Background: an optimization exercise with open tools, aiming at small area, a short achievable clock period and few clock cycles. Do not read the settings as production practice. No activity file was given, so power comes from the tool's default toggle rates.

==> fjord <==
## swu_top
module swu_top #(
   parameter int IFM_WIDTH     = swu_pkg::DEF_IFM_WIDTH,
   parameter int IFM_HEIGHT    = swu_pkg::DEF_IFM_HEIGHT,
   parameter int IFM_CHANNELS  = swu_pkg::DEF_IFM_CHANNELS,
   parameter int KERNEL_HEIGHT = swu_pkg::DEF_KERNEL_HEIGHT,
   parameter int KERNEL_WIDTH  = swu_pkg::DEF_KERNEL_WIDTH,
   parameter int STRIDE_HT     = swu_pkg::DEF_STRIDE_HT,
   parameter int STRIDE_WT     = swu_pkg::DEF_STRIDE_WT
) (
   input  logic                aclk,
   input  logic                aresetn,
   input  swu_pkg::simd_word_t s_axis_tdata_i,
   input  logic                s_axis_tvalid_i,
   output logic                s_axis_tready_o,
   output swu_pkg::simd_word_t m_axis_tdata_o,
   output logic                m_axis_tvalid_o,
   input  logic                m_axis_tready_i
);
   localparam int EDEPTH = 48;    
   localparam int BDEPTH = 44;    
   typedef struct packed {
      logic tready;
      logic free;
      logic need;
      logic e_take;
      logic b_take;
   } dec_t;
   typedef struct packed {
      logic e_ok;      
      logic b_ok;      
      logic in_done;   
   } flags_t;
   typedef struct packed {
      logic [3:0] blk;
      logic [1:0] ph;
   } phase_t;
   function automatic dec_t decide(input logic [7:0] cls, input logic [14:0] pos,
  ...
Settings: LEC_CHECK=0, ABC_CLOCK_PERIOD_IN_PS=2500, CAP_MARGIN=20, CORE_MARGIN=2, CORE_UTILIZATION=72, CTS_BUF_LIST=sky130_fd_sc_hd__clkbuf_16, CTS_CLUSTER_DIAMETER=60, CTS_CLUSTER_SIZE=32, SETUP_SLACK_MARGIN=4.3, SLEW_MARGIN=20; clock period 6.5 ns.
run.sh (not shown) runs the stock make flow with config.mk's settings and CLKGATE_MAP_FILE= SYNTH_SCRIPT=/design/flow/synth_recipe.tcl, a recipe that flattens the netlist after the stock synthesis.
==> juniper (differences from fjord) <==
--- a/flow/design.v
+++ b/flow/design.v
@@ -64,30 +64,29 @@
       assign q_o[g*16 +: 16] = r[g];
    end
 endmodule
 `timescale 1ns/1ps
 module swu_write_ctrl (
    input  logic       aclk,
    input  logic       aresetn,
    input  logic       adv_i,
-   output logic [7:0] cls_o,      
-   output logic [7:0] cls_inc_o   
+   output logic [6:0] cls_o,      
+   output logic [6:0] cls_inc_o   
 );
-   function automatic logic [7:0] classify(input logic [3:0] r, input logic [3:0] p, input logic [1:0] f);
-      logic d, ev;
-      d  = (p == 4'd11) || (r == 4'd11);
-      ev = !d && !r[0] && r != 4'd0;
-      classify = {ev && p <= 4'd2, r == 4'd11, !d && r == 4'd0, !d && r[0], ev,
+   function automatic logic [6:0] classify(input logic [3:0] r, input logic [3:0] p, input logic [1:0] f);
+      logic d;
+      d = (p == 4'd11) || (r == 4'd11);
+      classify = {r == 4'd11, !d && r == 4'd0, !d && r[0], !d && !r[0] && r != 4'd0,
                   p == 4'd10 && f == 2'd3, r == 4'd11 && p == 4'd11 && f == 2'd3,
                   p == 4'd0 && f == 2'd0};
    endfunction
    logic [3:0] row_q, px_q, row_i, px_i;
    logic [1:0] fold_q, fold_i;
-   logic [7:0] cls_q, cls_n_q;
+   logic [6:0] cls_q, cls_n_q;
    always_comb begin
       row_i  = row_q;
       px_i   = px_q;
       fold_i = fold_q + 2'd1;
       if (fold_q == 2'd3) begin
          if (px_q == 4'd11) begin
             px_i  = 4'd0;
             row_i = (row_q == 4'd11) ? 4'd0 : row_q + 4'd1;
@@ -114,38 +113,36 @@
    assign cls_o     = cls_q;
    assign cls_inc_o = cls_n_q;
 endmodule
 `timescale 1ns/1ps
 module swu_window_addr_gen (
    input  logic        aclk,
    input  logic        aresetn,
    input  logic        step_i,
-   output logic [14:0] pos_o,      
-   output logic [14:0] pos_inc_o   
+   output logic [11:0] pos_o,      
+   output logic [11:0] pos_inc_o   
 );
-   function automatic logic [14:0] decode(input logic [2:0] oy, input logic [2:0] ox,
+   function automatic logic [11:0] decode(input logic [2:0] oy, input logic [2:0] ox,
                                           input logic [1:0] kh, input logic [1:0] kw,
                                           input logic [1:0] c);
       logic       lk;
       logic [3:0] q4;
-      lk = kh == 2'd0 && ox != 3'd0 && kw != 2'd0;
+      lk = kh == 2'd0 && (ox == 3'd0 || kw != 2'd0);
       q4 = (kh == 2'd1) ? {ox, 1'b0} + {2'b00, kw}
          : (kh == 2'd2) ? 4'd9 + {2'b00, kw}
-         : (ox == 3'd0) ? 4'd1 + {2'b00, kw}
          : lk ? 4'd1 : 4'd0;
       decode = {q4, lk ? 2'd0 : c, kh != 2'd1, lk, kh == 2'd1,
                 oy == 3'd4 && ox == 3'd4 && kh == 2'd2 && kw == 2'd2 && c == 2'd3,
                 ox == 3'd4 && kh == 2'd1 && kw == 2'd2 && c == 2'd3,
-                ox == 3'd4 && kh == 2'd1 && kw == 2'd1 && c == 2'd0,
-                ox == 3'd0 && kh != 2'd0, ox == 3'd0 && kh == 2'd2, kh == 2'd0};
+                ox == 3'd4 && kh == 2'd1 && kw == 2'd1 && c == 2'd0};
    endfunction
    logic [2:0]  oy_q, ox_q, oy_i, ox_i;
    logic [1:0]  kh_q, kw_q, c_q, kh_i, kw_i, c_i;
-   logic [14:0] pos_q, pos_n_q;
+   logic [11:0] pos_q, pos_n_q;
    always_comb begin
       oy_i = oy_q;
       ox_i = ox_q;
       kh_i = kh_q;
       kw_i = kw_q;
       c_i  = c_q + 2'd1;
       if (c_q == 2'd3) begin
          kw_i = (kw_q == 2'd2) ? 2'd0 : kw_q + 2'd1;
@@ -282,55 +279,49 @@
       logic e_ok;      
       logic b_ok;      
       logic in_done;   
    } flags_t;
    typedef struct packed {
       logic [3:0] blk;
       logic [1:0] ph;
    } phase_t;
-   function automatic dec_t decide(input logic [7:0] cls, input logic [14:0] pos,
+   function automatic dec_t decide(input logic [6:0] cls, input logic [11:0] pos,
                                    input logic [1:0] phe, input logic [1:0] phb,
                                    input flags_t fl, input logic fok);
-      logic row0, odd, even, early, first, drop, started, lock, bread, lockable;
-      logic w0ld, w0k2, kh0, ale, pale, alb, b0, rdy;
+      logic row0, odd, even, first, drop, started, lock, bread, lockable;
+      logic ale, pale, alb, b0;
       dec_t d;
-      early    = cls[7];
       row0     = cls[5];
       odd      = cls[4];
       even     = cls[3];
       first    = cls[0];
       drop     = !(row0 || odd || even);
       started  = odd && !first;
-      lock     = pos[7];
-      bread    = pos[6];
-      lockable = pos[3];
-      w0ld     = pos[2];
-      w0k2     = pos[1];
-      kh0      = pos[0];
-      ale      = !pos[8] || (phe == pos[10:9]);
+      lock     = pos[4];
+      bread    = pos[3];
+      lockable = pos[0];
+      ale      = !pos[5] || (phe == pos[7:6]);
       pale     = phe == 2'd0;
-      alb      = phb == pos[10:9];
+      alb      = phb == pos[7:6];
       b0       = phb == 2'd0;
-      rdy      = !(kh0 && fl.e_ok) && !(bread && fl.b_ok) && !(w0k2 && (!even || early));
-      d.e_take = (row0 && fl.e_ok && pale) || (even && lock && fok && ale)
-               || (early && w0ld && pale);
+      d.e_take = (row0 && fl.e_ok && pale) || (even && lock && fok && ale);
       d.b_take = odd && b0 && (fl.b_ok || (bread && fok && (started || lockable)));
       d.tready = drop || d.e_take || d.b_take;
-      d.need   = fok && ((lock && even && ale) || (bread && started && b0 && !fl.b_ok));
-      d.free   = fok && !lock && ale && rdy && !(bread && (started || !alb));
+      d.need   = fok && ((lock && even && ale) || (bread && started && b0));
+      d.free   = fok && !lock && ale && !(bread && (started || !alb));
       decide = d;
    endfunction
    function automatic flags_t next_flags(input flags_t fl, input logic step, input logic acc,
-                                         input logic rel, input logic [7:0] cls,
-                                         input logic [14:0] pos);
+                                         input logic rel, input logic [6:0] cls,
+                                         input logic [11:0] pos);
       flags_t n;
-      n.e_ok    = (step && pos[5]) || (fl.e_ok && !(acc && cls[5] && cls[2]));
-      n.b_ok    = (step && pos[4]) || (fl.b_ok && !(acc && cls[4] && cls[2]));
-      n.in_done = (acc && cls[1]) ? 1'b1 : (rel || (step && pos[5])) ? 1'b0 : fl.in_done;
+      n.e_ok    = (step && pos[2]) || (fl.e_ok && !(acc && cls[5] && cls[2]));
+      n.b_ok    = (step && pos[1]) || (fl.b_ok && !(acc && cls[4] && cls[2]));
+      n.in_done = (acc && cls[1]) ? 1'b1 : (rel || (step && pos[2])) ? 1'b0 : fl.in_done;
       next_flags = n;
    endfunction
    function automatic phase_t adv_phase(input phase_t p, input logic load, input logic [3:0] nblk);
       phase_t n;
       n = p;
       if (!load) begin
          n.ph = p.ph + 2'd1;
          if (p.ph == 2'd3) begin
@@ -343,18 +334,18 @@
                                       input logic [3:0] nblk);
       logic [4:0] t;
       t = {1'b0, q4} - {1'b0, blk};
       tap = t[4] ? t[3:0] + nblk : t[3:0];
    endfunction
    dec_t        dec_q, dec_a0, dec_a1, dec_b0, dec_b1;
    flags_t      fl_q, fl_a, fl_b;
    phase_t      pe_q, pe_a, pe_b, pb_q, pb_a, pb_b;
-   logic [7:0]  cls, cls_inc, cls_b;
-   logic [14:0] pos, pos_inc, pos_a, pos_b;
+   logic [6:0]  cls, cls_inc, cls_b;
+   logic [11:0] pos, pos_inc, pos_a, pos_b;
    logic [3:0]  te_q, tb_q, te_a, te_b, tb_a, tb_b;
    logic [3:0]  te_c [4];
    logic [3:0]  tb_c [6];
    logic [3:0]  pe_blk_n, pb_blk_n;
    logic        we_a, we_b, wb_a, wb_b, st_a, st_b;
    logic        kh1_q, kh1_a, kh1_b;
    logic        tv;
    logic        acc;
@@ -405,17 +396,17 @@
       .din_i  (s_axis_tdata_i),
       .q_o    (od)
    );
    assign rd_data = kh1_q ? od[{tb_q, 2'b00} * 16 +: 16] : ev[{te_q, 2'b00} * 16 +: 16];
    swu_output_stage u_output_stage (
       .aclk        (aclk),
       .aresetn     (aresetn),
       .push_i      (seq_step),
-      .last_i      (pos[5]),
+      .last_i      (pos[2]),
       .done_i      (fl_q.in_done),
       .data_i      (rd_data),
       .m_ready_i   (m_axis_tready_i),
       .m_valid_o   (out_valid),
       .m_data_o    (m_axis_tdata_o),
       .skid_full_o (skid_full),
       .release_o   (released),
       .out_free_o  (out_free)
@@ -429,53 +420,53 @@
    assign fl_a   = next_flags(fl_q, step_a, 1'b0, released, cls, pos);
    assign fl_b   = next_flags(fl_q, step_b, dec_q.tready, released, cls, pos);
    assign pe_a = adv_phase(pe_q, 1'b0, 4'(EDEPTH / 4));
    assign pe_b = adv_phase(pe_q, dec_q.e_take, 4'(EDEPTH / 4));
    assign pb_a = adv_phase(pb_q, 1'b0, 4'(BDEPTH / 4));
    assign pb_b = adv_phase(pb_q, dec_q.b_take, 4'(BDEPTH / 4));
    assign pe_blk_n = (pe_q.blk == 4'(EDEPTH / 4 - 1)) ? 4'd0 : pe_q.blk + 4'd1;
    assign pb_blk_n = (pb_q.blk == 4'(BDEPTH / 4 - 1)) ? 4'd0 : pb_q.blk + 4'd1;
-   assign te_c[0] = tap(pos[14:11],     pe_q.blk, 4'(EDEPTH / 4));
-   assign te_c[1] = tap(pos[14:11],     pe_blk_n, 4'(EDEPTH / 4));
-   assign te_c[2] = tap(pos_inc[14:11], pe_q.blk, 4'(EDEPTH / 4));
-   assign te_c[3] = tap(pos_inc[14:11], pe_blk_n, 4'(EDEPTH / 4));
-   assign tb_c[0] = tap(pos[14:11],     pb_q.blk, 4'(BDEPTH / 4));
-   assign tb_c[1] = tap(pos[14:11],     pb_blk_n, 4'(BDEPTH / 4));
-   assign tb_c[2] = tap(pos_inc[14:11], pb_q.blk, 4'(BDEPTH / 4));
-   assign tb_c[3] = tap(pos_inc[14:11], pb_blk_n, 4'(BDEPTH / 4));
+   assign te_c[0] = tap(pos[11:8],     pe_q.blk, 4'(EDEPTH / 4));
+   assign te_c[1] = tap(pos[11:8],     pe_blk_n, 4'(EDEPTH / 4));
+   assign te_c[2] = tap(pos_inc[11:8], pe_q.blk, 4'(EDEPTH / 4));
+   assign te_c[3] = tap(pos_inc[11:8], pe_blk_n, 4'(EDEPTH / 4));
+   assign tb_c[0] = tap(pos[11:8],     pb_q.blk, 4'(BDEPTH / 4));
+   assign tb_c[1] = tap(pos[11:8],     pb_blk_n, 4'(BDEPTH / 4));
+   assign tb_c[2] = tap(pos_inc[11:8], pb_q.blk, 4'(BDEPTH / 4));
+   assign tb_c[3] = tap(pos_inc[11:8], pb_blk_n, 4'(BDEPTH / 4));
    assign tb_c[4] = tap(4'd9,          pb_q.blk, 4'(BDEPTH / 4));
    assign tb_c[5] = tap(4'd9,          pb_blk_n, 4'(BDEPTH / 4));
    assign we_a = pe_q.ph == 2'd3;
    assign we_b = (pe_q.ph == 2'd3) && !dec_q.e_take;
    assign wb_a = pb_q.ph == 2'd3;
    assign wb_b = (pb_q.ph == 2'd3) && !dec_q.b_take;
    assign st_a = cls[4] && !cls[0];
    assign st_b = cls_b[4] && !cls_b[0];
    assign te_a = te_c[{step_a, we_a}];
    assign te_b = te_c[{step_b, we_b}];
    assign tb_a = st_a ? tb_c[{2'b10, wb_a}] : tb_c[{1'b0, step_a, wb_a}];
    assign tb_b = st_b ? tb_c[{2'b10, wb_b}] : tb_c[{1'b0, step_b, wb_b}];
-   assign kh1_a = pos_a[6];
-   assign kh1_b = pos_b[6];
+   assign kh1_a = pos_a[3];
+   assign kh1_b = pos_b[3];
    assign dec_a0 = decide(cls,   pos_a, pe_a.ph, pb_a.ph, fl_a, 1'b0);
    assign dec_a1 = decide(cls,   pos_a, pe_a.ph, pb_a.ph, fl_a, 1'b1);
    assign dec_b0 = decide(cls_b, pos_b, pe_b.ph, pb_b.ph, fl_b, 1'b0);
    assign dec_b1 = decide(cls_b, pos_b, pe_b.ph, pb_b.ph, fl_b, 1'b1);
    assign skid_a = !out_free && (skid_full || step_a);
    assign skid_b = !out_free && (skid_full || step_b);
    always_ff @(posedge aclk) begin
       if (!aresetn) begin
          fl_q  <= 3'b110;
          pe_q  <= '0;
          pb_q  <= '0;
          te_q  <= 4'd1;
          tb_q  <= 4'd0;
          kh1_q <= 1'b0;
-         dec_q <= decide(8'b00100001, 15'b0001_00_1_0_0_0_0_0_0_0_1, 2'd0, 2'd0, 3'b110, 1'b1);
+         dec_q <= decide(7'b0100001, 12'b0001_00_1_1_0_0_0_0, 2'd0, 2'd0, 3'b110, 1'b1);
       end else if (tv) begin
          fl_q  <= fl_b;
          pe_q  <= pe_b;
          pb_q  <= pb_b;
          te_q  <= te_b;
          tb_q  <= tb_b;
          kh1_q <= kh1_b;
          dec_q <= skid_b ? dec_b0 : dec_b1;
==> flow_summary_export.csv <==
group,metric,value,unit
status,status,"no timing/DRC/antenna violations",
layout,n_all_inverters,51,
layout,multi_input_area_share,0.274,
critical_path,cp.required,7.02,ns
critical_path,critPathBufInv,3,
critical_path,r2r-end,"tb_q[2]$_SDFF_PN0_",
detailed_routing,viasPerCell,5.93,
worst_hold_path,hold-path-endpoint,"u_even_buf.r[5][11]$_DFF_P_",
logic_synthesis,syn_inst,3155,
floorplanning,start_util,0.729,
detailed_routing,first_iter_violations,2202,
logic_synthesis,synth_commonest_cells,"dfxtp_1 (1579), mux2_2 (373), nand2_1 (155)",
logic_synthesis,synth-seq-cells,1595,
global_routing,grt_pass1_vias,25167,
logic_synthesis,yosysUniqueCellTypes,73,
power_and_ir_drop,irDropWorstVdd,0.293,mV
global_routing,grt_util_met3,0.0479,
power_and_ir_drop,pwr-share-seq,0.622,
-- figures above: juniper

==> flow_summary_export.csv <==
group,metric,value,unit
global_routing,grt_util_met3,0.0476,
layout,multi_input_area_share,0.286,
detailed_routing,first_iter_violations,2456,
power_and_ir_drop,irDropWorstVdd,0.315,mV
logic_synthesis,synth-seq-cells,1603,
critical_path,r2r-end,"tb_q[1]$_SDFF_PN0_",
logic_synthesis,synth_commonest_cells,"dfxtp_1 (1587), mux2_2 (360), nor2_1 (142)",
floorplanning,start_util,0.728,
critical_path,cp.required,7.05,ns
status,status,"no timing/DRC/antenna violations",
critical_path,crit_type,"flip-flop to flip-flop",
detailed_routing,viasPerCell,6.00,
critical_path,critPathBufInv,2,
worst_hold_path,hold-path-endpoint,"u_even_buf.r[14][13]$_DFF_P_",
global_routing,grt_pass1_vias,26474,
logic_synthesis,syn_inst,3277,
placed_design,dpl-instance-area,0.0481,sq mm
-- figures above: fjord

Function was not checked in any run of this note: the RTL went through the layout flow alone.

what the ideal ports hide:
How much do the figures lean on ideal ports? The routed layouts below were timed once more, with nothing changed but the port constraints.
Step 1, drivers: a clkbuf_16 drives aclk and a buf_2 each remaining input, both assumed.
Step 2 times the ports against the registers' clock, not the clock port: input delays grow and output delays shrink by t, the midpoint of the rising clock arrivals with the driver on.
Three values: ideal ports, drivers, drivers and shift; two values: the first two.
run	t (ns)	slack for setup (ns)	worst hold slack (ns)	worst register clock-pin slew, ns
fjord	0.710	3.235 / 3.235 / 3.235	0.321 / 0.321 / 0.321	0.12 / 0.12
juniper	0.706	3.305 / 3.305 / 3.305	0.322 / 0.322 / 0.322	0.12 / 0.12
After both steps setup and hold are still met in every run listed.
